This design comes from an exercise in tuning for small area and a short achievable clock period on the open sky130 flow, not from production work. Only simulation tests tie the RTL to the original design; equivalence was not proved. Power figures rest on the tool's default switching activity, not on a simulated workload.

==> flow/design.v (excerpt) <==
module scoreboard_ctrl (
    input  logic                      clk,
    input  logic                      rst,
    input  sb_pkg::inst_t             inst,
    input  logic                      inst_valid,
    input  logic [sb_pkg::num_fu-1:0] fu_done,
    output logic                      issue_ack,
    output logic [sb_pkg::num_fu-1:0] ro_en,
    output sb_pkg::fu_op_t            ro_op,
    output sb_pkg::reg_idx_t          rs1_ctrl,
    output sb_pkg::reg_idx_t          rs2_ctrl,
    output logic                      reg_write,
    output sb_pkg::fu_id_t            wb_fu,
    output sb_pkg::reg_idx_t          rd_ctrl
);
    logic [4:1]      busy;     
    logic [4:1]      pre;      
    logic [4:1]      rdy1;     
    logic [4:1]      rdy2;
    logic [4:1]      done;     
    logic [4:1][4:0] dst;      
    logic [4:1][4:0] src1;
    logic [4:1][4:0] src2;
    logic [4:0]      op1;      
    logic [3:0]      op2;      
    logic [1:0]      op3;      
    logic [1:0]      op4;
    logic [6:0] opc;
    logic [2:0] f3;
    logic [6:0] f7;
    logic [4:0] rd, rs1, rs2;
    assign opc = inst[6:0];
    assign f3  = inst[14:12];
  ...
Size: ~610 cells after synthesis, roughly 120 flip-flops, ~68 I/O pins, about 6600 µm² of cells after synthesis.
Settings: LEC_CHECK=0, CAP_MARGIN=20, CORE_MARGIN=2, CORE_UTILIZATION=70, SETUP_SLACK_MARGIN=2.0, SLEW_MARGIN=20; clock period 4.5 ns.
standard.sh (not shown) runs the stock make flow with config.mk's settings and CLKGATE_MAP_FILE= SYNTH_SCRIPT=/design/flow/synth_recipe.tcl, a recipe that flattens the netlist after the stock synthesis.
==> flow/flow/run.sh <==
#!/bin/bash
# Standard ORFS layout with two changes: the port buffers are plain buffers
# instead of the delay cells buffer_ports picks on its own, and the clock tree
# uses smaller clock buffers and no dummy balancing loads.
set -euo pipefail
export BUFFER_PORTS_ARGS="-buffer_cell sky130_fd_sc_hd__buf_2"
export CTS_ARGS="-sink_clustering_enable -repair_clock_nets -dont_use_dummy_load -buf_list sky130_fd_sc_hd__clkbuf_8 -sink_clustering_size 30"
bash standard.sh > make.log 2>&1
Then changed:
- CORE_UTILIZATION: 70 -> 65
Total power stays flat.
Global-route usage decreases by 2.7 points.
Clock-buffer cell count does not change.
Worst setup slack loses 0.025 ns.
Fmax is lower by 0.99%.
Then changed:
- SETUP_SLACK_MARGIN: 2.0 -> 2.1
Maximum frequency stays flat.
Global-route usage goes up by 0.24 points.
Count of clock-buffer cells in the layout is unchanged.
Setup slack degrades by 0.0051 ns.
Total power rose slightly.
Sequential power stays flat.
Routed wire length goes up by a few percent.
Synthesized area does not change.
Critical path depth rose by 4.
First-iteration DRC count decreases slightly.
Non-clock buffer count rose by 15.
Then changed:
- SETUP_SLACK_MARGIN: 2.1 -> 1.8
Result: Sequential cell count does not change; sequential power decreases by about 2%; total power decreases by 2.8%; cell area decreases by 6.4%; maximum frequency decreases by 3.2%; non-clock buffer count decreases by 17; routed wire length decreases by 6.9%; core utilization decreases by 5.0 points; worst setup slack is worse by 0.084 ns.

========
== job 8657 ==
Another version of the RTL of scoreboard_ctrl (not shown whole).
Size: about 620 cells after synthesis, about 130 flip-flops, ~68 I/O pins, ~6700 sq um of cells after synthesis.
## scoreboard_ctrl
module scoreboard_ctrl (
    input  logic                      clk,
    input  logic                      rst,
    input  sb_pkg::inst_t             inst,
    input  logic                      inst_valid,
    input  logic [sb_pkg::num_fu-1:0] fu_done,
    output logic                      issue_ack,
    output logic [sb_pkg::num_fu-1:0] ro_en,
    output sb_pkg::fu_op_t            ro_op,
    output sb_pkg::reg_idx_t          rs1_ctrl,
    output sb_pkg::reg_idx_t          rs2_ctrl,
    output logic                      reg_write,
    output sb_pkg::fu_id_t            wb_fu,
    output sb_pkg::reg_idx_t          rd_ctrl
);
==> flow/config.mk <==
export PLATFORM = sky130hd
export DESIGN_NAME = scoreboard_ctrl
export DESIGN_NICKNAME = scoreboard_ctrl
export VERILOG_FILES = /design/flow/design.v
export SDC_FILE = /design/flow/constraint.sdc
export NUM_CORES = 4
export LEC_CHECK = 0
export CAP_MARGIN = 20
export CORE_MARGIN = 2
export CORE_UTILIZATION = 65
export SETUP_SLACK_MARGIN = 1.5
export SLEW_MARGIN = 20
==> flow/constraint.sdc <==
create_clock -name core_clock -period 4.5 [get_ports {clk}]
set_input_delay 0.9000 -clock core_clock [delete_from_list [all_inputs] [get_ports {clk}]]
set_output_delay 0.9000 -clock core_clock [all_outputs]
set_load 0.01 [all_outputs]
Scripts as last shown in full above: flow/flow/run.sh
Setup changes, job 8657 to job 3202
# job 8657
export LEC_CHECK = 0
export CAP_MARGIN = 20
export CORE_MARGIN = 2
export CORE_UTILIZATION = 65
export SETUP_SLACK_MARGIN = 1.5
export SLEW_MARGIN = 20
create_clock -name core_clock -period 4.5 [get_ports {clk}]
# job 3202
export LEC_CHECK = 0
export CAP_MARGIN = 20
export CORE_MARGIN = 2
export CORE_UTILIZATION = 70
export SETUP_SLACK_MARGIN = 1.8
export SLEW_MARGIN = 20
create_clock -name core_clock -period 4.5 [get_ports {clk}]
## What came out
The flow did not stop early for job 3202: all stages ran, and the layout cleared the timing, DRC and antenna checks.
Between job 3202 and job 8657, the difference in cell-internal power is negligible.
Job 3202 vs. job 8657: pin slew with the least headroom to its limit fell by 50 ps, minimum clock period fell by 130 ps, total clock buffers created by CTS stayed essentially flat, number of vias in the routed layout rose by 167, setup slack rose by 130 ps.
Job 3202 and job 8657 ended up with roughly the same share of power burned in combinational logic.
Job 3202 vs job 8657 — die area dropped by a few percent
Modified inputs, job 3602 compared to job 3202
# job 3202
export LEC_CHECK = 0
export CAP_MARGIN = 20
export CORE_MARGIN = 2
export CORE_UTILIZATION = 70
export SETUP_SLACK_MARGIN = 1.8
export SLEW_MARGIN = 20
create_clock -name core_clock -period 4.5 [get_ports {clk}]
# job 3602
export LEC_CHECK = 0
export CAP_MARGIN = 20
export CORE_MARGIN = 2
export CORE_UTILIZATION = 65
export SETUP_SLACK_MARGIN = 1.8
export SLEW_MARGIN = 20
create_clock -name core_clock -period 4.5 [get_ports {clk}]
==> flow/flow/run.sh <==
#!/bin/bash
# Standard ORFS layout with two changes: the port buffers are plain buffers
# instead of the delay cells buffer_ports picks on its own, and the clock tree
# uses smaller clock buffers and no dummy balancing loads.
set -euo pipefail
export BUFFER_PORTS_ARGS="-buffer_cell sky130_fd_sc_hd__buf_1"
export CTS_ARGS="-sink_clustering_enable -repair_clock_nets -dont_use_dummy_load -buf_list sky130_fd_sc_hd__clkbuf_4 -sink_clustering_size 30"
bash standard.sh > make.log 2>&1
Findings:
- Every stage of the flow completed for job 3202, and the final layout passed the timing, DRC and antenna checks.
- Job 3602 ran to completion and came out clean on the timing, DRC and antenna checks.
- Summary — wire length of the first global-routing pass, job 3602 relative to job 3202: higher, by about 4%.
- Compare job 3602 and job 3202 | tightest hold margin higher: job 3202
- Job 3202 has a higher total track usage than job 3602.
- The number of cells upsized or downsized after cts reported for job 3602 is greater than that of job 3202 by 11.
- Measured against each other, job 3602 and job 3202 differ in clock skew, the lower figure coming from job 3602.

========
Starting RTL as in the previous note.
Settings: LEC_CHECK=0, CAP_MARGIN=20, CORE_MARGIN=2, CORE_UTILIZATION=65, SETUP_SLACK_MARGIN=1.5, SLEW_MARGIN=20; clock period 4.5 ns.
==> flow/flow/run.sh <==
#!/bin/bash
# Standard ORFS layout with two changes: the port buffers are plain buffers
# instead of the delay cells buffer_ports picks on its own, and the clock tree
# uses smaller clock buffers and no dummy balancing loads.
set -euo pipefail
export BUFFER_PORTS_ARGS="-buffer_cell sky130_fd_sc_hd__buf_1"
export CTS_ARGS="-sink_clustering_enable -repair_clock_nets -dont_use_dummy_load -buf_list sky130_fd_sc_hd__clkbuf_4 -sink_clustering_size 30"
bash standard.sh > make.log 2>&1
The starting point ran to the end with no violations.
Rerun with:
==> flow/flow/run.sh (replaced) <==
#!/bin/bash
# Standard ORFS layout with two changes: the port buffers are plain buffers
# instead of the delay cells buffer_ports picks on its own, and the clock tree
# uses smaller clock buffers and no dummy balancing loads.
set -euo pipefail
export BUFFER_PORTS_ARGS="-buffer_cell sky130_fd_sc_hd__buf_2"
export CTS_ARGS="-sink_clustering_enable -repair_clock_nets -dont_use_dummy_load -buf_list sky130_fd_sc_hd__clkbuf_8 -sink_clustering_size 30"
bash standard.sh > make.log 2>&1
--- a/flow/config.mk
+++ b/flow/config.mk
@@ -8,5 +8,5 @@
 export CAP_MARGIN = 20
 export CORE_MARGIN = 2
-export CORE_UTILIZATION = 65
+export CORE_UTILIZATION = 40
 export SETUP_SLACK_MARGIN = 1.5
 export SLEW_MARGIN = 20
Result: Clock-buffer cell count is unchanged. Die area grows by well over a third. Register-to-register slack loses 0.13 ns. Combinational power grows by a few percent.
Rerun with:
--- a/flow/config.mk
+++ b/flow/config.mk
@@ -8,5 +8,5 @@
 export CAP_MARGIN = 20
 export CORE_MARGIN = 2
-export CORE_UTILIZATION = 40
-export SETUP_SLACK_MARGIN = 1.5
+export CORE_UTILIZATION = 65
+export SETUP_SLACK_MARGIN = 2.0
 export SLEW_MARGIN = 20
Outcome: The new run finished with timing, DRC and antenna clean; utilization rose by 31 points; worst hold slack gets better by 0.045 ns; final area goes up by 4.2%; sequential power barely changes; routed wire length went down by 4.0%; sequential share of layout area decreases by 1.9 points.
Rerun with:
--- a/flow/config.mk
+++ b/flow/config.mk
@@ -8,5 +8,5 @@
 export CAP_MARGIN = 20
 export CORE_MARGIN = 2
-export CORE_UTILIZATION = 65
-export SETUP_SLACK_MARGIN = 2.0
+export CORE_UTILIZATION = 73
+export SETUP_SLACK_MARGIN = 1.5
 export SLEW_MARGIN = 20
Outcome: The new run produced a clean layout; critical path depth rises by 1; total power falls slightly; design area falls by a few percent; synthesized cell count is unchanged; register-to-register slack gets better by 0.03 ns; wire length falls by a few percent; area after synthesis stays the same; clock power barely changes; via count barely changes; core utilization rises by 6.5 points.
Rerun with:
==> flow/flow/run.sh (replaced) <==
#!/bin/bash
# Standard ORFS layout, with the port buffers made from plain buffers
# instead of the delay cells buffer_ports picks on its own.
set -euo pipefail
export BUFFER_PORTS_ARGS="-buffer_cell sky130_fd_sc_hd__buf_2"
bash standard.sh > make.log 2>&1
--- a/flow/config.mk
+++ b/flow/config.mk
@@ -8,5 +8,5 @@
 export CAP_MARGIN = 20
 export CORE_MARGIN = 2
-export CORE_UTILIZATION = 73
+export CORE_UTILIZATION = 40
 export SETUP_SLACK_MARGIN = 1.5
 export SLEW_MARGIN = 20
- final cell count grows by 17%
- design area goes up by 6.9%
- total power went up by 22%
- clock skew went down by 0.029 ns
- die area goes up by 79%
- area after synthesis does not change
- global-route usage decreases by 15 points
- combinational power is higher by about 1%
- wire length grows by 12%
- first-iteration DRC count shrinks by 20%
- sequential share of layout area shrinks by 3.2 points
Rerun with:
==> flow/flow/run.sh (replaced) <==
#!/bin/bash
# Standard ORFS layout with two changes: the port buffers are plain buffers
# instead of the delay cells buffer_ports picks on its own, and the clock tree
# uses smaller clock buffers and no dummy balancing loads.
set -euo pipefail
export BUFFER_PORTS_ARGS="-buffer_cell sky130_fd_sc_hd__buf_2"
export CTS_ARGS="-sink_clustering_enable -repair_clock_nets -dont_use_dummy_load -buf_list sky130_fd_sc_hd__clkbuf_8 -sink_clustering_size 30"
export RECOVER_POWER=100
bash standard.sh > make.log 2>&1
--- a/flow/config.mk
+++ b/flow/config.mk
@@ -8,5 +8,5 @@
 export CAP_MARGIN = 20
 export CORE_MARGIN = 2
-export CORE_UTILIZATION = 40
+export CORE_UTILIZATION = 65
 export SETUP_SLACK_MARGIN = 1.5
 export SLEW_MARGIN = 20
Effect:
- sequential cell count does not change
- via count went down by a few percent
- total power went down by about a fifth
- combinational power went down by a few percent
- wire length went down by roughly a tenth
- final area went down by a little under a tenth
- final cell count went down by roughly a tenth
- worst setup slack degrades by 0.44 ns
- die area went down by well over a third
- hold slack degrades by 0.12 ns

## afterwards: timing with drivers on the ports
The results above use ideal ports. As a check the final layouts listed here were re-extracted and re-timed, cells and wires unchanged.
Step 1 sets driving cells, clkbuf_16 on the clock port and buf_2 on the other inputs (assumed; they add their load-dependent delay and slew).
Step 2 adds t to the input delays and takes it off the output delays; t is the mean of the earliest and latest rising clock arrival at the registers after step 1. Input paths then give back, and output paths get back, about the clock's delay inside the block.
Three values: no drivers, after step 1, after step 2; two values: the first two.
run | shift t [ns] | setup slack, ns | worst setup path at the end
the first run of note 1 | 0.466 | 2.015 / 1.980 / 1.615 | input to register
the second run of note 1 | 0.469 | 1.990 / 1.957 / 1.599 | input to register
the third run of note 1 | 0.490 | 1.985 / 1.985 / 1.588 | input to register
the fourth run of note 1 | 0.475 | 1.901 / 1.913 / 1.438 | input to register
job 8657 | 0.468 | 1.643 / 1.610 / 1.254 | input to register
job 3202 | 0.463 | 1.768 / 1.731 / 1.521 | input to register
job 3602 | 0.574 | 1.632 / 1.595 / 1.347 | input to register
the first run of note 3 | 0.574 | 1.538 / 1.498 / 1.276 | input to register
the second run of note 3 | 0.477 | 1.584 / 1.584 / 1.263 | input to register
the third run of note 3 | 0.486 | 1.661 / 1.623 / 1.569 | input to register
the fourth run of note 3 | 0.466 | 1.484 / 1.446 / 1.165 | input to register
the fifth run of note 3 | 0.457 | 1.521 / 1.521 / 1.296 | input to register
the sixth run of note 3 | 0.475 | 1.077 / 1.042 / 0.735 | input to register
After both steps every run listed still meets setup and hold. The setup slack of the fourth run of note 1, which loses most, moves by +0.012 ns with the drivers and by -0.463 ns with both steps.
